Background: an optimization exercise with open tools, aiming at a short achievable clock period and few clock cycles per item. Do not read the settings as production practice.
At most, simulation tests tie the RTL to the original design; equivalence was not proved.
Only the layout flow was run in run 4; the RTL was not checked for function there.
Power figures rest on the tool's default switching activity, not on a simulated workload.

==> design/flow/design.v <==
`default_nettype none
package srcPkg;
    localparam int InstrWidth   = 32;   
    localparam int RegCount     = 16;
    localparam int RegAddrWidth = 4;    
    localparam int ImmWidth     = 19;   
    localparam int OpcodeWidth  = 5;
    localparam logic [OpcodeWidth-1:0] OpAdd  = 5'd3;
    localparam logic [OpcodeWidth-1:0] OpSub  = 5'd4;
    localparam logic [OpcodeWidth-1:0] OpAnd  = 5'd5;
    localparam logic [OpcodeWidth-1:0] OpOr   = 5'd6;
    localparam logic [OpcodeWidth-1:0] OpShr  = 5'd7;
    localparam logic [OpcodeWidth-1:0] OpShra = 5'd8;
    localparam logic [OpcodeWidth-1:0] OpShl  = 5'd9;
    localparam logic [OpcodeWidth-1:0] OpRor  = 5'd10;
    localparam logic [OpcodeWidth-1:0] OpRol  = 5'd11;
    localparam logic [OpcodeWidth-1:0] OpAddi = 5'd12;
    localparam logic [OpcodeWidth-1:0] OpAndi = 5'd13;
    localparam logic [OpcodeWidth-1:0] OpOri  = 5'd14;
    localparam logic [OpcodeWidth-1:0] OpNeg    = 5'd17;   
    localparam logic [OpcodeWidth-1:0] OpNot    = 5'd18;
    localparam logic [OpcodeWidth-1:0] OpBranch = 5'd19;   
    typedef struct packed {
        logic [InstrWidth-1:0]   p;         
        logic [InstrWidth-1:0]   gs;        
        logic [InstrWidth-1:0]   ps;        
        logic                    cin;       
        logic [InstrWidth-1:0]   logicRes;  
        logic [InstrWidth+6:0]   shMid;     
        logic [2:0]              shFine;    
        logic                    selAdd;
        logic                    selShR;
        logic                    selShL;
        logic [RegAddrWidth-1:0] destReg;
        logic                    writes;
        logic                    branchTaken;
        logic                    illegal;
    } DecodedOp;
endpackage
`default_nettype wire
`default_nettype none
module regBank (
    input  logic                                     Clock,
    input  logic                                     rstN,
    input  logic                                     wrEn,
    input  logic [srcPkg::RegAddrWidth-1:0]          wrAddr,
    input  logic [srcPkg::InstrWidth-1:0]            wrData,
    output logic [srcPkg::RegCount*srcPkg::InstrWidth-1:0] regsFlat,
    output logic [srcPkg::RegCount-1:0]              regZero,
    output logic [srcPkg::RegCount-1:0]              regNeg
);
    for (genvar i = 0; i < srcPkg::RegCount; i++) begin : g_reg
        logic [srcPkg::InstrWidth-1:0] r;   
        always_ff @(posedge Clock) begin
            if (!rstN) r <= '0;
            else if (wrEn && wrAddr == i) r <= wrData;
        end
        assign regsFlat[i*srcPkg::InstrWidth +: srcPkg::InstrWidth] = r;
        assign regZero[i] = (r == '0);
        assign regNeg[i]  = r[srcPkg::InstrWidth-1];
    end
endmodule
`default_nettype wire
`default_nettype none
module instrDecode (
    input  logic [srcPkg::InstrWidth-1:0]            instr,
    input  logic [srcPkg::RegCount*srcPkg::InstrWidth-1:0] regsFlat,
    input  logic [srcPkg::RegCount-1:0]              regZero,
    input  logic [srcPkg::RegCount-1:0]              regNeg,
    output srcPkg::DecodedOp                         dec
);
    localparam int W = srcPkg::InstrWidth;
    logic [4:0]  op;
    logic [3:0]  ra, rb, rc;
    logic [1:0]  cond;
    logic [W-1:0] imm, bVal, cVal, bRev;
    logic [15:0] rbHot, rcHot, raHot;
    logic isAdd, isSub, isAnd, isOr, isShr, isShra, isShl, isRor, isRol;
    logic isAddi, isAndi, isOri, isNeg, isNot, isBr;
    logic zeroA, negA, condMet;
    assign op   = instr[31:27];
    assign ra   = instr[26:23];
    assign rb   = instr[22:19];
    assign rc   = instr[18:15];
    assign cond = instr[20:19];
    assign imm  = {{(W - srcPkg::ImmWidth){instr[18]}}, instr[18:0]};
    always_comb begin
        for (int i = 0; i < 16; i++) begin
            rbHot[i] = (rb == i);
            rcHot[i] = (rc == i);
            raHot[i] = (ra == i);
        end
    end
    always_comb begin
        bVal  = '0;
        cVal  = '0;
        zeroA = 1'b0;
        negA  = 1'b0;
        for (int i = 0; i < 16; i++) begin
            bVal  = bVal  | ({W{rbHot[i]}} & regsFlat[i*W +: W]);
            cVal  = cVal  | ({W{rcHot[i]}} & regsFlat[i*W +: W]);
            zeroA = zeroA | (raHot[i] & regZero[i]);
            negA  = negA  | (raHot[i] & regNeg[i]);
        end
    end
    always_comb begin
        for (int i = 0; i < W; i++) bRev[i] = bVal[W-1-i];
    end
    assign isAdd  = (op == srcPkg::OpAdd);
    assign isSub  = (op == srcPkg::OpSub);
    assign isAnd  = (op == srcPkg::OpAnd);
    assign isOr   = (op == srcPkg::OpOr);
    assign isShr  = (op == srcPkg::OpShr);
    assign isShra = (op == srcPkg::OpShra);
    assign isShl  = (op == srcPkg::OpShl);
    assign isRor  = (op == srcPkg::OpRor);
    assign isRol  = (op == srcPkg::OpRol);
    assign isAddi = (op == srcPkg::OpAddi);
    assign isAndi = (op == srcPkg::OpAndi);
    assign isOri  = (op == srcPkg::OpOri);
    assign isNeg  = (op == srcPkg::OpNeg);
    assign isNot  = (op == srcPkg::OpNot);
    assign isBr   = (op == srcPkg::OpBranch);
    always_comb begin
        case (cond)
            2'd0:    condMet = zeroA;
            2'd1:    condMet = !zeroA;
            2'd2:    condMet = negA;
            default: condMet = !negA;
        endcase
    end
    logic useImm, unary, leftSh;
    assign useImm = isAddi | isAndi | isOri;
    assign unary  = isNeg | isNot;
    assign leftSh = isShl | isRol;
    logic [W-1:0]   x, y, p, g;
    logic [W-1:0]   gk [3];
    logic [W-1:0]   pk [3];
    logic [2*W-1:0] funnel;
    logic [W-1:0]   shLo, shHi;
    always_comb begin
        x = unary ? '0 : bVal;
        y = useImm ? imm : isSub ? ~cVal : unary ? ~bVal : cVal;
        p = x ^ y;
        g = x & y;
        gk[0] = g;
        pk[0] = p;
        gk[0][0] = g[0] | (p[0] & (isSub | isNeg));
        for (int k = 0; k < 2; k++) begin
            for (int i = 0; i < W; i++) begin
                if (i >= (1 << k)) begin
                    gk[k+1][i] = gk[k][i] | (pk[k][i] & gk[k][i - (1 << k)]);
                    pk[k+1][i] = pk[k][i] & pk[k][i - (1 << k)];
                end else begin
                    gk[k+1][i] = gk[k][i];
                    pk[k+1][i] = pk[k][i];
                end
            end
        end
        shLo   = leftSh ? bRev : bVal;
        shHi   = isRor ? bVal : isRol ? bRev : isShra ? {W{bVal[W-1]}} : '0;
        funnel = {shHi, shLo} >> {cVal[4:3], 3'b000};
    end
    always_comb begin
        dec = '0;
        dec.p        = p;
        dec.gs       = gk[2];
        dec.ps       = pk[2];
        dec.cin      = isSub | isNeg;
        dec.logicRes = ({W{isAnd | isAndi}} & g) | ({W{isOr | isOri | isNot}} & (x | y));
        dec.shMid    = funnel[W+6:0];
        dec.shFine   = cVal[2:0];
        dec.selAdd = isAdd | isSub | isAddi | isNeg;
        dec.selShR = isShr | isShra | isRor;
        dec.selShL = leftSh;
        dec.destReg     = ra;
        dec.writes      = isAdd | isSub | isAnd | isOr | isShr | isShra | isShl | isRor |
                          isRol | isAddi | isAndi | isOri | isNeg | isNot;
        dec.branchTaken = isBr & condMet;
        dec.illegal     = !(dec.writes | isBr);
    end
endmodule
`default_nettype wire
`default_nettype none
module aluExecute (
    input  srcPkg::DecodedOp              dec,
    output logic [srcPkg::InstrWidth-1:0] value
);
    localparam int W = srcPkg::InstrWidth;
    logic [W-1:0] sum, sh, shRev;
    logic [W-1:0] gk [4];
    logic [W-1:0] pk [4];
    always_comb begin
        gk[0] = dec.gs;
        pk[0] = dec.ps;
        for (int k = 0; k < 3; k++) begin
            for (int i = 0; i < W; i++) begin
                if (i >= (4 << k)) begin
                    gk[k+1][i] = gk[k][i] | (pk[k][i] & gk[k][i - (4 << k)]);
                    pk[k+1][i] = pk[k][i] & pk[k][i - (4 << k)];
                end else begin
                    gk[k+1][i] = gk[k][i];
                    pk[k+1][i] = pk[k][i];
                end
            end
        end
        sum[0] = dec.p[0] ^ dec.cin;
        for (int i = 1; i < W; i++) sum[i] = dec.p[i] ^ gk[3][i-1];
    end
    assign sh = W'(dec.shMid >> dec.shFine);
    always_comb begin
        for (int i = 0; i < W; i++) shRev[i] = sh[W-1-i];
    end
    assign value = ({W{dec.selAdd}} & sum) |
                   dec.logicRes |
                   ({W{dec.selShR}} & sh) |
                   ({W{dec.selShL}} & shRev);
endmodule
`default_nettype wire
`default_nettype none
module resultStage (
    input  logic                  Clock,
    input  logic                  rstN,
    input  logic                  req,
    input  srcPkg::DecodedOp      decNext,
    output srcPkg::DecodedOp      dec,
    output logic                  ack
);
    always_ff @(posedge Clock) begin
        if (!rstN) ack <= 1'b0;
        else       ack <= req;
    end
    always_ff @(posedge Clock) begin
        if (!ack) dec <= decNext;
    end
endmodule
`default_nettype wire
`default_nettype none
module srcCore (
    input  logic                            Clock,
    input  logic                            rstN,
    input  logic                            req,
    input  logic [srcPkg::InstrWidth-1:0]   instr,
    output logic                            ack,
    output logic [srcPkg::InstrWidth-1:0]   result,
    output logic [srcPkg::RegAddrWidth-1:0] resultReg,
    output logic                            wrote,
    output logic                            branchTaken,
    output logic                            illegal
);
    logic [srcPkg::RegCount*srcPkg::InstrWidth-1:0] regsFlat;
    logic [srcPkg::RegCount-1:0] regZero, regNeg;
    srcPkg::DecodedOp            decNext, dec;
    logic [srcPkg::InstrWidth-1:0] value;
    regBank regBank_inst (
        .Clock    (Clock),
        .rstN     (rstN),
        .wrEn     (ack && dec.writes),   
        .wrAddr   (dec.destReg),
        .wrData   (value),
        .regsFlat (regsFlat),
        .regZero  (regZero),
        .regNeg   (regNeg)
    );
    instrDecode instrDecode_inst (
        .instr    (instr),
        .regsFlat (regsFlat),
        .regZero  (regZero),
        .regNeg   (regNeg),
        .dec      (decNext)
    );
    resultStage resultStage_inst (
        .Clock   (Clock),
        .rstN    (rstN),
        .req     (req),
        .decNext (decNext),
        .dec     (dec),
        .ack     (ack)
    );
    aluExecute aluExecute_inst (
        .dec   (dec),
        .value (value)
    );
    assign result      = value;
    assign resultReg   = dec.destReg;
    assign wrote       = dec.writes;
    assign branchTaken = dec.branchTaken;
    assign illegal     = dec.illegal;
endmodule
`default_nettype wire
==> design/flow/run.sh <==
#!/bin/bash
# synth_recipe.tcl (not shown) runs the flow's synth.tcl, then flattens the netlist and writes it again
# the make line also repeats each setting of config.mk as NAME=value (left out here)
make -C /OpenROAD-flow-scripts/flow DESIGN_CONFIG=/design/flow/config.mk WORK_HOME=/design/flow/orfs CLKGATE_MAP_FILE= SYNTH_SCRIPT=/design/flow/synth_recipe.tcl finish
==> design/flow/config.mk <==
export PLATFORM = sky130hd
export DESIGN_NAME = srcCore
export DESIGN_NICKNAME = srcCore
export VERILOG_FILES = /design/flow/design.v
export SDC_FILE = /design/flow/constraint.sdc
export NUM_CORES = 4
export LEC_CHECK = 0
export ABC_CLOCK_PERIOD_IN_PS = 2000
export CAP_MARGIN = 30
export CORE_MARGIN = 2
export CORE_UTILIZATION = 40
export SETUP_SLACK_MARGIN = 4.4
export SLEW_MARGIN = 30
export TNS_END_PERCENT = 100
==> design/flow/constraint.sdc <==
create_clock -name core_clock -period 8.0 [get_ports {Clock}]
set_input_delay 1.6000 -clock core_clock [delete_from_list [all_inputs] [get_ports {Clock}]]
set_output_delay 1.6000 -clock core_clock [all_outputs]
set_load 0.01 [all_outputs]
==> results.toml, run 1 <==
[die]
dieArea_um2 = 101000
floorplan.die.width_um = 317
top_level_ports = 75
fp.coreArea_um2 = 97000
rows = 114
initial_utilization_pct = 40.5
die_h_um = 317

[sta]
timing.slew.headroom_pct = -0.422
grt_setup_unrepaired = "yes"
timing_worst_slew_pin_value_ns = 1.49
clock-skew-final_ns = 0.0424
timing.fmax_mhz = 203
finalSetupTns_ns = 0
layout_setup_ws_ns = 3.08
post-route-period-util_pct = 61.5
final_max_slew_viol_count = 1
total_count_of_hold_check_failures_in_the_final_report = 0
final_critical_delay_including_setup_and_external_delays_ns = 4.92
setup_viol = 0

[synth]
synth.net_count = 4431
synth_area_leader_cell = "sky130_fd_sc_hd__dfxtp_1"
synthesized_instance_count = 4332
synth_largest_type_area_fraction_pct = 26.1
synth-main-ff-cell = "sky130_fd_sc_hd__dfxtp_1"
ys_ff_latch = 688
syn_avg_cell_area_um2 = 9.07
post_synth_num_cell_types = 100
edff_count_synth = 175
synth_warnings = 8
syn_area_um2 = 39300
synth.area.top_cells = "sky130_fd_sc_hd__dfxtp_1, sky130_fd_sc_hd__edfxtp_1, sky130_fd_sc_hd__a211oi_1"
sequential_cell_area_fraction_in_the_yosys_report_pct = 39.5
postSynth.asyncResetShare_pct = 0

[pwr]
power.density_cell_area_nw_per_um2 = 177
power.share.switching_pct = 30.6
total_switching_power_uw = 3000
power.static_leakage_uw = 0.0201
power_frac_seq_pct = 38.4
peakVddDrop_uv = 155
clkPwrFrac_pct = 40.8
power_report.internal_total_uw = 6800
share_comb_of_total_power_pct = 20.8

[cts]
cts.root.buffer_cell = "sky130_fd_sc_hd__clkbuf_16"
cts-hold-fix-buffers = 0
tritoncts_num_sinks = 688
cts_max_path_buffers = 3
clk-insertion-delay-late_ns = 0.71
tritoncts_clock_tree = "yes"
numCtsBuffers = 80
cts.reportedPaths.clkPinSlew_ns = 0.06
cts.htree.levels = 3

[worst_setup_path]
worstSetupEndpointType = "output pin"
path_buf_inv = 4
timing.critical_path.required_ns = 6.40
cp_slowest_cell = "sky130_fd_sc_hd__a2111o_1"
critPathMaxStageDelay_ns = 0.51
critPathMostFrequentCell = "sky130_fd_sc_hd__buf_6"
crit_arrival_ns = 3.32
critical_path.cell_chain = "a21o_1, a21o_4, a2111o_1, buf_6, a41oi_4, xnor2_2, a21oi_4, buf_12, inv_8, buf_6"
cp_top_family = "compound AO/OA/AOI/OAI gates"
worstSetupStartpointType = "register"
crit_path_max_fanout = 3
critPathKind = "reg2out"

[detailed_routing]
drt-vias-per-instance = 7.38
detailedRoute.firstPassIterationCount = 15
drt_first_iter_violations = 8076
drcViolationCount = 0
routed-via-count = 44900
detail_route.wl_per_cell_um = 40.1
detail-route-antenna-nets = 0
drt-total-wl_um = 244000

[global_route]
grt.total_usage_pct = 45.1
first_pass_grt_wire_length_um = 325000
initial_antenna_violation_count = 23
number_of_global_route_vias_before_repair = 40000
congestion_overflow_gr = 0
largest_net_degree_at_the_start_of_global_routing = 196

[status]
run_status = "finished with violations"
violations = "capacitance limit, slew limit"

[cells_and_area]
area_delta_synth_final_pct = 40.9
final_common_cell = "sky130_fd_sc_hd__dfxtp_1"
layout.nets = 4819
most-common-layout-cells = "sky130_fd_sc_hd__dfxtp_1, sky130_fd_sc_hd__nor2_1, sky130_fd_sc_hd__a211oi_1, sky130_fd_sc_hd__buf_4, sky130_fd_sc_hd__a21oi_1"
drive_gt1_share_pct = 35.6

[hold_path]
worst_hold_path_type = "reg2reg"

[place]
place.port_buffers = 74
post-place-ws_ns = 1.75
gp_congestion = 1.05
dpl.hpwl_um = 147000

[run]
max_cap_viols = 1
-- worst register-to-register path: stages (launching register included) --
cell and delay [ns]:
sky130_fd_sc_hd__dfxtp_1 0.36, sky130_fd_sc_hd__nor4_1 1.24, sky130_fd_sc_hd__nand4_1 0.49, sky130_fd_sc_hd__nor3_1 0.26
sky130_fd_sc_hd__nor3_1 0.07, sky130_fd_sc_hd__nand3_1 0.13, sky130_fd_sc_hd__mux2_2 0.34, sky130_fd_sc_hd__nand2_1 0.32
-- flip-flops by register name (all words and copies together) (netlist names) --
signal / flops
regBank_inst.g.r: 512
resultStage_inst.dec: 175
resultStage_inst.ack: 1
-- logic make-up after synthesis --
family	count (synthesis)	synth area share [%]
buffers and inverters	504	5.74
AND/OR/NAND/NOR	1163	14.6
multiplexers	272	8.49
adder cells (fa/ha/maj)	65	2.06
AO/OA/AOI/OAI	1610	28.9
flip-flops	688	39.5
XOR/XNOR	30	0.669
-- cell type report --
type,count,area [um^2]
Fill cell,8231,41600
Tap cell,1276,1600
Clock inverter,28,338
Sequential cell,688,15500
Clock buffer,121,2460
Antenna cell,26,65.1
Inverter,78,433
Multi-Input combinational cell,3150,26200
Timing Repair Buffer,722,8720
-- cell usage after synthesis (14+ instances only) --
cell                       number
sky130_fd_sc_hd__buf_1         15
sky130_fd_sc_hd__inv_1         74
sky130_fd_sc_hd__dfxtp_1      513
sky130_fd_sc_hd__nor3_1        56
sky130_fd_sc_hd__o21ai_0      275
sky130_fd_sc_hd__o211ai_1      18
sky130_fd_sc_hd__buf_6         16
sky130_fd_sc_hd__a31oi_1       24
sky130_fd_sc_hd__nand4_1       53
sky130_fd_sc_hd__a211oi_1     348
sky130_fd_sc_hd__a31o_2        15
sky130_fd_sc_hd__nand3b_1      20
sky130_fd_sc_hd__ha_1          64
sky130_fd_sc_hd__xor2_1        15
sky130_fd_sc_hd__nor2b_1       25
sky130_fd_sc_hd__nor2_1       451
sky130_fd_sc_hd__a22o_1       108
sky130_fd_sc_hd__a22oi_1      170
sky130_fd_sc_hd__a21o_1        34
sky130_fd_sc_hd__clkbuf_1     267
sky130_fd_sc_hd__a21oi_1      280
sky130_fd_sc_hd__nand2_1      193
sky130_fd_sc_hd__a32oi_1       26
sky130_fd_sc_hd__nor4_1       135
sky130_fd_sc_hd__nand3_1       74
sky130_fd_sc_hd__and2_1        31
sky130_fd_sc_hd__edfxtp_1     175
sky130_fd_sc_hd__a221o_1       33
sky130_fd_sc_hd__mux2_2        95
sky130_fd_sc_hd__and4_1        14
sky130_fd_sc_hd__buf_4         34
sky130_fd_sc_hd__o22ai_1       37
sky130_fd_sc_hd__mux4_2        39
sky130_fd_sc_hd__a221oi_1      93
sky130_fd_sc_hd__buf_2         94
sky130_fd_sc_hd__nand2b_1      23
sky130_fd_sc_hd__mux2i_1      135
sky130_fd_sc_hd__xnor2_1       15
-- through the flow --
stage / hold slack (ns) / total power [uW] / util [%] / cells / instance area (um^2)
floorplan: 0.494 / 4560 / - / 4332 / 41000
global placement: 0.517 / 5080 / 43.2 / 5381 / 41900
detailed placement: 0.524 / 5080 / 43.3 / 5382 / 42000
CTS: 0.533 / 9470 / 53.4 / 5935 / 51800
global route: 0.558 / 9950 / 57.0 / 6068 / 55300
finish: 0.541 / 9810 / 57.1 / 6089 / 55400
-- power by group through the flow --
stage / Clock (uW) / Combinational [uW] / Sequential [uW]
after global placement: 0 / 1250 / 3830
after CTS: 3980 / 1730 / 3750
after global routing: 4140 / 2040 / 3770
final: 4000 / 2040 / 3770
after detailed placement: 0 / 1250 / 3830
after floorplan: 0 / 775 / 3790
-- path summary, 6_finish.rpt --
check,from,end,slack (ns),cells past startpoint
setup / recovery,resultStage_inst.dec[119]$_DFFE_PN_,result[31],3.08,10
hold / removal,regBank_inst.g_reg[2].r[13]$_SDFFE_PN0P_,regBank_inst.g_reg[2].r[13]$_SDFFE_PN0P_,0.54,2
setup reg to reg,regBank_inst.g_reg[4].r[10]$_SDFFE_PN0P_,resultStage_inst.dec[1]$_DFFE_PN_,4.55,7
hold reg to reg,regBank_inst.g_reg[2].r[13]$_SDFFE_PN0P_,regBank_inst.g_reg[2].r[13]$_SDFFE_PN0P_,0.54,2
-- per-layer routing --
metal	vias to the layer above	track usage (%)	part of all wire (%)
met5	-	1.56	0.050
met4	12	32.8	10
met3	1549	21.3	15
met2	4206	63.0	39
met1	21500	53.8	35
li1	17700	-	-
-- what timing repair did --
| action | 4_1_cts | 5_1_grt |
|---|---|---|
| pin swaps | 232 | 262 |
| hold endpoints to repair | 0 | 0 |
| gates resized for setup | 858 | 469 |
| setup buffers | 365 | 113 |
| setup endpoints to repair | 416 | 189 |
| cloned | 39 | 14 |
Testbench counts, summed over its fixed seeds: cycles 6,400, items 3,200.
==> run 2: changes to the inputs <==
--- a/design/flow/config.mk
+++ b/design/flow/config.mk
@@ -6,9 +6,9 @@
 export NUM_CORES = 4
 export LEC_CHECK = 0
 export ABC_CLOCK_PERIOD_IN_PS = 2000
-export CAP_MARGIN = 30
+export CAP_MARGIN = 20
 export CORE_MARGIN = 2
 export CORE_UTILIZATION = 40
 export SETUP_SLACK_MARGIN = 4.4
-export SLEW_MARGIN = 30
+export SLEW_MARGIN = 20
 export TNS_END_PERCENT = 100
==> results.toml, run 2 <==
[worst_setup_path]
worstSetupEndpointType = "output pin"
timing.critical_path.required_ns = 6.40
path_buf_inv = 7
r2r-start = "regBank_inst.g_reg[1].r[10]$_SDFFE_PN0P_"
crit_path_max_fanout = 6
critical_path.cell_chain = "buf_6, buf_16, mux2i_4, mux2i_2, buf_4, mux2_4, buf_12, a221o_1, a21oi_4, buf_12, inv_4, buf_6"
crit_arrival_ns = 3.32
critical_path_source = "resultStage_inst.dec[11]$_DFFE_PN_"
cp_top_family = "buffers and inverters"
worstSetupStartpointType = "register"
cp_slowest_cell = "sky130_fd_sc_hd__edfxtp_1"
critPathMaxStageDelay_ns = 0.49
critPathKind = "reg2out"
worst-r2r-setup-slack_ns = 4.52

[cts]
cts.htree.levels = 3
numCtsBuffers = 78
cts_max_path_buffers = 3
cts.reportedPaths.clkPinSlew_ns = 0.07
tritoncts_clock_tree = "yes"
clk-insertion-delay-late_ns = 0.70
tritoncts_num_sinks = 688
cts-hold-fix-buffers = 0
cts.root.buffer_cell = "sky130_fd_sc_hd__clkbuf_16"

[cells_and_area]
largest_reg_flops = 512
layout.nets = 4889
final_cells = 6147
drive_gt1_share_pct = 35.9
final_design_area_no_fill_um2 = 55700
most-common-layout-cells = "sky130_fd_sc_hd__dfxtp_1, sky130_fd_sc_hd__nor2_1, sky130_fd_sc_hd__buf_4, sky130_fd_sc_hd__a211oi_1, sky130_fd_sc_hd__a21oi_1"
utilization_after_layout_pct = 57.4
largestRegisters = "regBank_inst.g.r x512, resultStage_inst.dec x175, resultStage_inst.ack x1"
registers.top_by_ff_count = "regBank_inst.g.r"
final.fill_count = 8245
area_delta_synth_final_pct = 41.6
final_common_cell = "sky130_fd_sc_hd__dfxtp_1"

[pwr]
power.share.switching_pct = 30.5
power.density_cell_area_nw_per_um2 = 175
clkPwrFrac_pct = 40.1
total_switching_power_uw = 2960
overall_power_after_layout_uw = 9730
peakVddDrop_uv = 203
power_frac_seq_pct = 38.7
power.static_leakage_uw = 0.0204
share_comb_of_total_power_pct = 21.2
power_report.internal_total_uw = 6760

[global_route]
congestion_overflow_gr = 0
largest_net_degree_at_the_start_of_global_routing = 196
number_of_global_route_vias_before_repair = 40100
grt.total_usage_pct = 45.0
first_pass_grt_wire_length_um = 324000
initial_antenna_violation_count = 16

[synth]
ys_ff_latch = 688
yosys-top-cells-count = "sky130_fd_sc_hd__dfxtp_1, sky130_fd_sc_hd__nor2_1, sky130_fd_sc_hd__a211oi_1"
synth.area.top_cells = "sky130_fd_sc_hd__dfxtp_1, sky130_fd_sc_hd__edfxtp_1, sky130_fd_sc_hd__a211oi_1"
synthesized_instance_count = 4332
postSynth.asyncResetShare_pct = 0
syn_avg_cell_area_um2 = 9.07
synth_area_leader_cell = "sky130_fd_sc_hd__dfxtp_1"
edff_count_synth = 175
syn_area_um2 = 39300
synth-main-ff-cell = "sky130_fd_sc_hd__dfxtp_1"
sequential_cell_area_fraction_in_the_yosys_report_pct = 39.5
post_synth_num_cell_types = 100
synth_warnings = 8
synth_most_common_cell = "sky130_fd_sc_hd__dfxtp_1"
synth.net_count = 4431
synth_largest_type_area_fraction_pct = 26.1

[hold_path]
worst_hold_startpoint = "regBank_inst.g_reg[14].r[7]$_SDFFE_PN0P_"
worst_hold_path_type = "reg2reg"

[detailed_routing]
drcViolationCount = 0
drt_first_iter_violations = 7914
drt-total-wl_um = 244000
routed-via-count = 44900
detail-route-antenna-nets = 0
detailedRoute.firstPassIterationCount = 15
detail_route.wl_per_cell_um = 39.7
drt-vias-per-instance = 7.30

[sta]
timing.slew.headroom_pct = 2.24
clock-skew-final_ns = 0.0472
finalSetupTns_ns = 0
timing.fmax_mhz = 203
timing_worst_slew_pin_value_ns = 1.45
final_max_slew_viol_count = 0
post-route-period-util_pct = 61.5
setup_viol = 0
grt_setup_unrepaired = "yes"
total_count_of_hold_check_failures_in_the_final_report = 0
final_critical_delay_including_setup_and_external_delays_ns = 4.92

[die]
initial_utilization_pct = 40.5
floorplan.die.width_um = 317
dieArea_um2 = 101000
top_level_ports = 75
rows = 114
fp.coreArea_um2 = 97000
die_h_um = 317

[place]
gp_congestion = 1.05
place_area_um2 = 41900
dpl.hpwl_um = 147000
dp.cells = 5381
place.port_buffers = 74

[run]
max_cap_viols = 1

[status]
violations = "capacitance limit"
run_status = "finished with violations"
run 2: metal layers:
layer	up-vias	GRT usage (%)	wire length (um)
met1	21500	54.5	86500
met4	19	33.6	25400
met3	1463	19.4	35800
met5	-	0.520	322
li1	17800	-	-
met2	4100	63.1	96100
run 2: logic make-up (layout without fill, tap and decap cells):
| kind of cell | after synthesis | in the layout | share of synthesized area, % |
|---|---|---|---|
| compound gates | 1610 | 1610 | 28.9 |
| simple gates | 1163 | 1171 | 14.6 |
| flops | 688 | 688 | 39.5 |
| buf+inv | 504 | 1017 | 5.74 |
| mux | 272 | 272 | 8.49 |
| fa+ha+maj | 65 | 65 | 2.06 |
| xor+xnor | 30 | 30 | 0.669 |
| other cells | 0 | 18 | 0 |
run 2: layout make-up:
type	instances	area [um^2]	share of cell area, %
Timing Repair Buffer	796	9210	16.5
Clock buffer	112	2350	4.22
Tap cell	1276	1600	2.87
Inverter	78	405	0.728
Antenna cell	18	45.0	0.0809
Sequential cell	688	15500	27.9
Clock inverter	31	358	0.643
Multi-Input combinational cell	3148	26200	47.0
run 2: worst paths after layout:
kind,end,depth (start not counted)
max,result[30],12
min,regBank_inst.g_reg[14].r[7]$_SDFFE_PN0P_,2
max reg2reg,resultStage_inst.dec[1]$_DFFE_PN_,7
min reg2reg,regBank_inst.g_reg[14].r[7]$_SDFFE_PN0P_,2
run 2: worst register-to-register path, cell delays in order, from the launching register on:
cell and delay, ns:
sky130_fd_sc_hd__dfxtp_1 0.36, sky130_fd_sc_hd__nor4_1 1.22, sky130_fd_sc_hd__nand4_1 0.42, sky130_fd_sc_hd__nor3_1 0.29, sky130_fd_sc_hd__nor4_1 0.09, sky130_fd_sc_hd__nand3_1 0.12, sky130_fd_sc_hd__mux2_2 0.35, sky130_fd_sc_hd__nand2_1 0.37
run 2: power groups by stage:
stage                     registers (uW)  clock network (uW)  logic (uW)
after floorplan                     3790                   0         775
after global placement              3830                   0        1250
after global routing                3770                4040        2060
after CTS                           3750                3880        1760
final                               3760                3900        2070
after detailed placement            3830                   0        1250
run 2: repair_timing:
action,CTS,global route
resized for setup,931,400
hold endpoints to repair,0,0
setup endpoints to repair,414,183
setup buffers,402,148
gates cloned,41,13
pin swaps,283,277
run 2: per-stage QoR:
| stage | hold slack (ns) | setup WS (ns) |
|---|---|---|
| floorplan | 0.494 | 3.81 |
| global placement | 0.517 | 1.62 |
| detailed placement | 0.526 | 1.57 |
| CTS | 0.535 | 3.19 |
| global route | 0.560 | 3.07 |
| finish | 0.543 | 3.08 |
==> run 3: changes to the inputs <==
--- a/design/flow/config.mk
+++ b/design/flow/config.mk
@@ -8,7 +8,8 @@
 export ABC_CLOCK_PERIOD_IN_PS = 2000
 export CAP_MARGIN = 20
 export CORE_MARGIN = 2
-export CORE_UTILIZATION = 40
+export CORE_UTILIZATION = 65
+export PLACE_DENSITY = 0.75
 export SETUP_SLACK_MARGIN = 4.4
 export SLEW_MARGIN = 20
 export TNS_END_PERCENT = 100
==> results.toml, run 3 <==
[global_route]
number_of_global_route_vias_before_repair = 54700
congestion_overflow_gr = 572
largest_net_degree_at_the_start_of_global_routing = 141
first_pass_grt_wire_length_um = 423000
grt.total_usage_pct = 91.0

[synth]
yosys-top-cells-count = "sky130_fd_sc_hd__dfxtp_1, sky130_fd_sc_hd__nor2_1, sky130_fd_sc_hd__a211oi_1"
synth_warnings = 8
synthesized_instance_count = 4332
synth.net_count = 4431
synth-main-ff-cell = "sky130_fd_sc_hd__dfxtp_1"
post_synth_num_cell_types = 100
postSynth.asyncResetShare_pct = 0
ys_ff_latch = 688
syn_avg_cell_area_um2 = 9.07
synth_most_common_cell = "sky130_fd_sc_hd__dfxtp_1"
synth.area.top_cells = "sky130_fd_sc_hd__dfxtp_1, sky130_fd_sc_hd__edfxtp_1, sky130_fd_sc_hd__a211oi_1"
synth_area_leader_cell = "sky130_fd_sc_hd__dfxtp_1"
synth_largest_type_area_fraction_pct = 26.1
syn_area_um2 = 39300
edff_count_synth = 175
sequential_cell_area_fraction_in_the_yosys_report_pct = 39.5

[cts]
cts_max_path_buffers = 3
numCtsBuffers = 74
cts.htree.levels = 3
cts-hold-fix-buffers = 0
cts.root.buffer_cell = "sky130_fd_sc_hd__clkbuf_16"
tritoncts_num_sinks = 688

[die]
initial_utilization_pct = 65.5
floorplan.die.width_um = 250
top_level_ports = 75
die_h_um = 250
rows = 90

[status]
run_status = "stopped before the end"
failed_stage = "global routing"
firstError = "[ERROR GRT-0116] Global routing finished with congestion. Check the congestion regions in the DRC Viewer."

[place]
dp.cells = 4874
dpl.hpwl_um = 133000
gp_congestion = 1.20
place.port_buffers = 74
==> run 3: power by group through the flow <==
stage	logic, uW	registers, uW	clock network (uW)
after detailed placement	1180	3830	0
after global placement	1150	3830	0
after CTS	1720	3760	3620
after floorplan	775	3790	0
==> run 3: how the worst min path moves through the flow <==
| stage | cells past startpoint | start | slack (ns) | endpoint |
|---|---|---|---|---|
| 2_1_floorplan | 2 | regBank_inst.g_reg[0].r[3]$_SDFFE_PN0P_ | 0.49 | regBank_inst.g_reg[0].r[3]$_SDFFE_PN0P_ |
| 3_3_place_gp | 2 | regBank_inst.g_reg[15].r[16]$_SDFFE_PN0P_ | 0.52 | regBank_inst.g_reg[15].r[16]$_SDFFE_PN0P_ |
| 3_5_place_dp | 2 | regBank_inst.g_reg[13].r[16]$_SDFFE_PN0P_ | 0.52 | regBank_inst.g_reg[13].r[16]$_SDFFE_PN0P_ |
| 4_1_cts | 2 | regBank_inst.g_reg[13].r[16]$_SDFFE_PN0P_ | 0.53 | regBank_inst.g_reg[13].r[16]$_SDFFE_PN0P_ |
==> run 3: timing repair <==
item	4_1_cts
endpoints found under the setup margin	202
cloned	40
setup buffers	414
gates resized for setup	1019
pin swaps	326
==> run 3: layer usage <==
metal | GRT usage, % | overflow
met5 | 67.2 | 8
met4 | 88.6 | 191
met3 | 84.6 | 82
met2 | 98.1 | 247
met1 | 91.9 | 44
==> run 3: cells by family after synthesis <==
| kind of cell | share of synthesized area (%) |
|---|---|
| muxes | 8.49 |
| xor gates and xnor gates | 0.669 |
| AOI/OAI and AO/OA | 28.9 |
| buffers and inverters | 5.74 |
| adders and majority gates | 2.06 |
| and+or+nand+nor | 14.6 |
| DFF | 39.5 |
==> run 3: per-stage QoR <==
stage	setup WS [ns]	cell area [um^2]	total power, uW
4_1_cts	3.29	52000	9090
3_5_place_dp	1.89	41200	5010
3_3_place_gp	1.79	41200	4980
2_1_floorplan	3.81	41000	4560
==> run 4: changes to the inputs <==
--- a/design/flow/design.v
+++ b/design/flow/design.v
@@ -21,14 +21,15 @@
     localparam logic [OpcodeWidth-1:0] OpNot    = 5'd18;
     localparam logic [OpcodeWidth-1:0] OpBranch = 5'd19;   
     typedef struct packed {
-        logic [InstrWidth-1:0]   p;         
-        logic [InstrWidth-1:0]   gs;        
-        logic [InstrWidth-1:0]   ps;        
+        logic [InstrWidth-1:0]   x;         
+        logic [InstrWidth-1:0]   y;         
         logic                    cin;       
-        logic [InstrWidth-1:0]   logicRes;  
-        logic [InstrWidth+6:0]   shMid;     
-        logic [2:0]              shFine;    
+        logic [InstrWidth-1:0]   shHi;      
+        logic [InstrWidth-1:0]   shLo;      
+        logic [4:0]              shAmt;     
         logic                    selAdd;
+        logic                    selAnd;
+        logic                    selOr;
         logic                    selShR;
         logic                    selShL;
         logic [RegAddrWidth-1:0] destReg;
@@ -133,20 +134,44 @@
     assign useImm = isAddi | isAndi | isOri;
     assign unary  = isNeg | isNot;
     assign leftSh = isShl | isRol;
-    logic [W-1:0]   x, y, p, g;
-    logic [W-1:0]   gk [3];
-    logic [W-1:0]   pk [3];
+    always_comb begin
+        dec = '0;
+        dec.x   = unary ? '0 : bVal;
+        dec.y   = useImm ? imm : isSub ? ~cVal : unary ? ~bVal : cVal;
+        dec.cin = isSub | isNeg;
+        dec.shLo  = leftSh ? bRev : bVal;
+        dec.shHi  = isRor ? bVal : isRol ? bRev : isShra ? {W{bVal[W-1]}} : '0;
+        dec.shAmt = cVal[4:0];
+        dec.selAdd = isAdd | isSub | isAddi | isNeg;
+        dec.selAnd = isAnd | isAndi;
+        dec.selOr  = isOr | isOri | isNot;
+        dec.selShR = isShr | isShra | isRor;
+        dec.selShL = leftSh;
+        dec.destReg     = ra;
+        dec.writes      = isAdd | isSub | isAnd | isOr | isShr | isShra | isShl | isRor |
+                          isRol | isAddi | isAndi | isOri | isNeg | isNot;
+        dec.branchTaken = isBr & condMet;
+        dec.illegal     = !(dec.writes | isBr);
+    end
+endmodule
+`default_nettype wire
+`default_nettype none
+module aluExecute (
+    input  srcPkg::DecodedOp              dec,
+    output logic [srcPkg::InstrWidth-1:0] value
+);
+    localparam int W = srcPkg::InstrWidth;
+    logic [W-1:0] p, g, sum, sh, shRev;
     logic [2*W-1:0] funnel;
-    logic [W-1:0]   shLo, shHi;
-    always_comb begin
-        x = unary ? '0 : bVal;
-        y = useImm ? imm : isSub ? ~cVal : unary ? ~bVal : cVal;
-        p = x ^ y;
-        g = x & y;
+    assign p = dec.x ^ dec.y;
+    assign g = dec.x & dec.y;
+    logic [W-1:0] gk [6];
+    logic [W-1:0] pk [6];
+    always_comb begin
         gk[0] = g;
         pk[0] = p;
-        gk[0][0] = g[0] | (p[0] & (isSub | isNeg));
-        for (int k = 0; k < 2; k++) begin
+        gk[0][0] = g[0] | (p[0] & dec.cin);
+        for (int k = 0; k < 5; k++) begin
             for (int i = 0; i < W; i++) begin
                 if (i >= (1 << k)) begin
                     gk[k+1][i] = gk[k][i] | (pk[k][i] & gk[k][i - (1 << k)]);
@@ -157,62 +182,17 @@
                 end
             end
         end
-        shLo   = leftSh ? bRev : bVal;
-        shHi   = isRor ? bVal : isRol ? bRev : isShra ? {W{bVal[W-1]}} : '0;
-        funnel = {shHi, shLo} >> {cVal[4:3], 3'b000};
-    end
-    always_comb begin
-        dec = '0;
-        dec.p        = p;
-        dec.gs       = gk[2];
-        dec.ps       = pk[2];
-        dec.cin      = isSub | isNeg;
-        dec.logicRes = ({W{isAnd | isAndi}} & g) | ({W{isOr | isOri | isNot}} & (x | y));
-        dec.shMid    = funnel[W+6:0];
-        dec.shFine   = cVal[2:0];
-        dec.selAdd = isAdd | isSub | isAddi | isNeg;
-        dec.selShR = isShr | isShra | isRor;
-        dec.selShL = leftSh;
-        dec.destReg     = ra;
-        dec.writes      = isAdd | isSub | isAnd | isOr | isShr | isShra | isShl | isRor |
-                          isRol | isAddi | isAndi | isOri | isNeg | isNot;
-        dec.branchTaken = isBr & condMet;
-        dec.illegal     = !(dec.writes | isBr);
-    end
-endmodule
-`default_nettype wire
-`default_nettype none
-module aluExecute (
-    input  srcPkg::DecodedOp              dec,
-    output logic [srcPkg::InstrWidth-1:0] value
-);
-    localparam int W = srcPkg::InstrWidth;
-    logic [W-1:0] sum, sh, shRev;
-    logic [W-1:0] gk [4];
-    logic [W-1:0] pk [4];
-    always_comb begin
-        gk[0] = dec.gs;
-        pk[0] = dec.ps;
-        for (int k = 0; k < 3; k++) begin
-            for (int i = 0; i < W; i++) begin
-                if (i >= (4 << k)) begin
-                    gk[k+1][i] = gk[k][i] | (pk[k][i] & gk[k][i - (4 << k)]);
-                    pk[k+1][i] = pk[k][i] & pk[k][i - (4 << k)];
-                end else begin
-                    gk[k+1][i] = gk[k][i];
-                    pk[k+1][i] = pk[k][i];
-                end
-            end
-        end
-        sum[0] = dec.p[0] ^ dec.cin;
-        for (int i = 1; i < W; i++) sum[i] = dec.p[i] ^ gk[3][i-1];
-    end
-    assign sh = W'(dec.shMid >> dec.shFine);
+        sum[0] = p[0] ^ dec.cin;
+        for (int i = 1; i < W; i++) sum[i] = p[i] ^ gk[5][i-1];
+    end
+    assign funnel = {dec.shHi, dec.shLo} >> dec.shAmt;
+    assign sh     = funnel[W-1:0];
     always_comb begin
         for (int i = 0; i < W; i++) shRev[i] = sh[W-1-i];
     end
     assign value = ({W{dec.selAdd}} & sum) |
-                   dec.logicRes |
+                   ({W{dec.selAnd}} & g) |
+                   ({W{dec.selOr}}  & (p | g)) |
                    ({W{dec.selShR}} & sh) |
                    ({W{dec.selShL}} & shRev);
 endmodule
--- a/design/flow/config.mk
+++ b/design/flow/config.mk
@@ -8,8 +8,7 @@
 export ABC_CLOCK_PERIOD_IN_PS = 2000
 export CAP_MARGIN = 20
 export CORE_MARGIN = 2
-export CORE_UTILIZATION = 65
-export PLACE_DENSITY = 0.75
+export CORE_UTILIZATION = 40
 export SETUP_SLACK_MARGIN = 4.4
 export SLEW_MARGIN = 20
 export TNS_END_PERCENT = 100
==> results.toml, run 4 <==
[status]
run_status = "no timing/DRC/antenna violations"

[cells_and_area]
layout.nets = 4526
area_delta_synth_final_pct = 23.0
largestRegisters = "regBank_inst.g.r x512, resultStage_inst.dec x145, resultStage_inst.ack x1"
utilization_after_layout_pct = 49.8
area_occupied_by_multi_input_gates_um2 = 22600
regArea_um2 = 14600
largest_reg_flops = 512
final.fill_count = 8814
final_design_area_no_fill_um2 = 46500
most-common-layout-cells = "sky130_fd_sc_hd__o21ai_0, sky130_fd_sc_hd__dfxtp_1, sky130_fd_sc_hd__a21oi_1, sky130_fd_sc_hd__buf_4, sky130_fd_sc_hd__nor2_1"
drive_gt1_share_pct = 20.2
final_common_cell = "sky130_fd_sc_hd__o21ai_0"
registers.top_by_ff_count = "regBank_inst.g.r"

[cts]
clk-insertion-delay-late_ns = 0.69
tritoncts_num_sinks = 658
cts.root.buffer_cell = "sky130_fd_sc_hd__clkbuf_16"
cts-hold-fix-buffers = 0
cts.htree.levels = 3
cts_max_path_buffers = 3
tritoncts_clock_tree = "yes"
cts.reportedPaths.clkPinSlew_ns = 0.07
numCtsBuffers = 77

[run]
max_cap_viols = 0

[detailed_routing]
drt_first_iter_violations = 7253
drcViolationCount = 0
drt-total-wl_um = 211000
routed-via-count = 41600
detailedRoute.firstPassIterationCount = 9
drt-vias-per-instance = 7.25
detail-route-antenna-nets = 0
detail_route.wl_per_cell_um = 36.7

[worst_setup_path]
worstSetupStartpointType = "register"
crit_arrival_ns = 3.93
r2r.worst_path.cells = 19
critical_path_source = "resultStage_inst.dec[13]$_DFFE_PN_"
crit_path_max_fanout = 7
timing.critical_path.required_ns = 6.40
timing.critical_path.to = "result[27]"
worst-r2r-setup-slack_ns = 4.35
critPathKind = "reg2out"
worstSetupEndpointType = "output pin"
r2r-start = "resultStage_inst.dec[13]$_DFFE_PN_"
rr_endpoint = "regBank_inst.g_reg[10].r[3]$_SDFFE_PN0P_"

[synth]
synthesized_instance_count = 4328
post_synth_num_cell_types = 83
yosys-top-cells-count = "sky130_fd_sc_hd__o21ai_0, sky130_fd_sc_hd__dfxtp_1, sky130_fd_sc_hd__a21oi_1"
synth_largest_type_area_fraction_pct = 27.1
synth.area.top_cells = "sky130_fd_sc_hd__dfxtp_1, sky130_fd_sc_hd__edfxtp_1, sky130_fd_sc_hd__o21ai_0"
postSynth.asyncResetShare_pct = 0
synth-main-ff-cell = "sky130_fd_sc_hd__dfxtp_1"
synth_most_common_cell = "sky130_fd_sc_hd__o21ai_0"
syn_area_um2 = 37800
ys_ff_latch = 658
synth_area_leader_cell = "sky130_fd_sc_hd__dfxtp_1"
synth_warnings = 6
syn_avg_cell_area_um2 = 8.74
edff_count_synth = 145
sequential_cell_area_fraction_in_the_yosys_report_pct = 38.7
synth.net_count = 4429

[die]
floorplan.die.width_um = 312
dieArea_um2 = 97100
rows = 112
top_level_ports = 75
initial_utilization_pct = 40.5
die_h_um = 312
fp.coreArea_um2 = 93500

[global_route]
largest_net_degree_at_the_start_of_global_routing = 190
first_pass_grt_wire_length_um = 296000
initial_antenna_violation_count = 5
grt.total_usage_pct = 41.9
number_of_global_route_vias_before_repair = 38300
congestion_overflow_gr = 0

[place]
gp_congestion = 1.05
post-place-ws_ns = 1.72
place.port_buffers = 74
place_area_um2 = 40100
dpl.hpwl_um = 132000

[pwr]
peakVddDrop_uv = 156
power.static_leakage_uw = 0.0171
power.density_cell_area_nw_per_um2 = 184

[sta]
timing_worst_slew_pin_value_ns = 1.36
final_critical_delay_including_setup_and_external_delays_ns = 5.53
timing.slew.headroom_pct = 9.57
grt_setup_unrepaired = "yes"
clock-skew-final_ns = 0.0344
layout_setup_ws_ns = 2.47
setup_viol = 0
total_count_of_hold_check_failures_in_the_final_report = 0
finalSetupTns_ns = 0
timing.fmax_mhz = 181
post-route-period-util_pct = 69.1
final_max_slew_viol_count = 0

[hold_path]
worst_hold_path_type = "reg2reg"
run 4: cell count changes after synthesis, moves of 76 or more:
cell,before,now
sky130_fd_sc_hd__a211oi_1,348,95
sky130_fd_sc_hd__a21oi_1,280,469
sky130_fd_sc_hd__a221oi_1,93,173
sky130_fd_sc_hd__clkbuf_1,267,343
sky130_fd_sc_hd__nor2_1,451,254
sky130_fd_sc_hd__o21ai_0,275,537
run 4: what timing repair did:
action | 4_1_cts | 5_1_grt
pin swaps | 88 | 58
setup buffers | 184 | 44
gates cloned | 12 | 1
setup endpoints to repair | 678 | 114
gates resized for setup | 461 | 74
run 4: cell families (layout without fill, tap and decap cells):
logic type | count (synthesis) | count (layout) | synth area share, %
adder cells (fa/ha/maj) | 67 | 67 | 2.25
buffers and inverters | 559 | 709 | 6.14
AO/OA/AOI/OAI | 1908 | 1908 | 33.0
flip-flops | 658 | 658 | 38.7
XOR/XNOR | 22 | 22 | 0.509
multiplexers | 201 | 201 | 7.58
other | 0 | 7 | 0
AND/OR/NAND/NOR | 913 | 914 | 11.9
run 4: cell type report:
type | count | share of cell area, %
Tap cell | 1254 | 3.37
Timing Repair Buffer | 453 | 10.1
Clock inverter | 27 | 0.763
Clock buffer | 106 | 4.70
Sequential cell | 658 | 31.4
Antenna cell | 7 | 0.0376
Inverter | 123 | 1.10
Multi-Input combinational cell | 3112 | 48.5
run 4: worst min-delay path by stage:
stage / endpoint / start / cells after the start / slack (ns)
floorplan: regBank_inst.g_reg[7].r[13]$_SDFFE_PN0P_ / regBank_inst.g_reg[7].r[13]$_SDFFE_PN0P_ / 2 / 0.50
global placement: regBank_inst.g_reg[13].r[4]$_SDFFE_PN0P_ / regBank_inst.g_reg[13].r[4]$_SDFFE_PN0P_ / 2 / 0.53
detailed placement: regBank_inst.g_reg[7].r[19]$_SDFFE_PN0P_ / regBank_inst.g_reg[7].r[19]$_SDFFE_PN0P_ / 2 / 0.53
CTS: regBank_inst.g_reg[2].r[7]$_SDFFE_PN0P_ / regBank_inst.g_reg[2].r[7]$_SDFFE_PN0P_ / 2 / 0.54
global route: regBank_inst.g_reg[2].r[7]$_SDFFE_PN0P_ / regBank_inst.g_reg[2].r[7]$_SDFFE_PN0P_ / 2 / 0.56
finish: regBank_inst.g_reg[2].r[7]$_SDFFE_PN0P_ / regBank_inst.g_reg[2].r[7]$_SDFFE_PN0P_ / 2 / 0.54
run 4: worst max-delay path, cell delays in order, from the launching register on:
cell	delay, ns
sky130_fd_sc_hd__edfxtp_1	0.41
sky130_fd_sc_hd__buf_6	0.18
sky130_fd_sc_hd__buf_12	0.11
sky130_fd_sc_hd__buf_16	0.12
sky130_fd_sc_hd__mux4_2	0.49
sky130_fd_sc_hd__mux2_4	0.29
sky130_fd_sc_hd__a22oi_2	0.15
sky130_fd_sc_hd__nor2_1	0.06
sky130_fd_sc_hd__or3_4	0.39
sky130_fd_sc_hd__a221oi_4	0.38
sky130_fd_sc_hd__o21a_1	0.21
sky130_fd_sc_hd__buf_8	0.13
sky130_fd_sc_hd__clkinvlp_4	0.18
sky130_fd_sc_hd__buf_6	0.17
run 4: stage by stage:
step                      total power [uW]  instances  hold slack [ns]
after floorplan                       4250       4328            0.502
after detailed placement              4690       5359            0.533
after global routing                  8740       5733            0.559
after global placement                4690       5359            0.529
after CTS                             8460       5688            0.541
final                                 8570       5740            0.544
run 4: report_power, final:
part	switching, uW	total, uW	internal [uW]
sequential	88.1	3550	3460
combinational	895	1400	508
clock	1560	3620	2060
total	2550	8570	6030
run 4: layer usage:
layer / global-route usage, % / wire [um] / up-vias
li1: - / - / 17000
met1: 51.7 / 75900 / 19800
met2: 59.2 / 84000 / 3639
met3: 17.1 / 31200 / 1184
met4: 28.6 / 19600 / 4
met5: 0.840 / 128 / -

## afterwards: timing with drivers on the ports
How much do the figures lean on ideal ports? The routed layouts below were timed once more, with nothing changed but the port constraints. Step 1 assumes that a clkbuf_16 drives the clock port and a buf_2 every other input. Step 2, shift: input delay + t, output delay - t, t = (earliest + latest rising clock arrival at the registers) / 2. This alone moves slack from input paths to output paths. a / b / c = ideal ports / drivers / drivers and shift; a / b = the first two.
run | t (ns) | setup WS [ns] | worst hold slack (ns)
run 1 | 0.759 | 3.083 / 3.013 / 2.808 | 0.541 / 0.541 / 0.541
run 2 | 0.750 | 3.083 / 3.013 / 2.918 | 0.543 / 0.543 / 0.543
run 4 | 0.746 | 2.469 / 2.393 / 3.139 | 0.544 / 0.544 / 0.544
The setup slack of run 1, which loses most, moves by -0.070 ns with the drivers and by -0.275 ns with both steps.
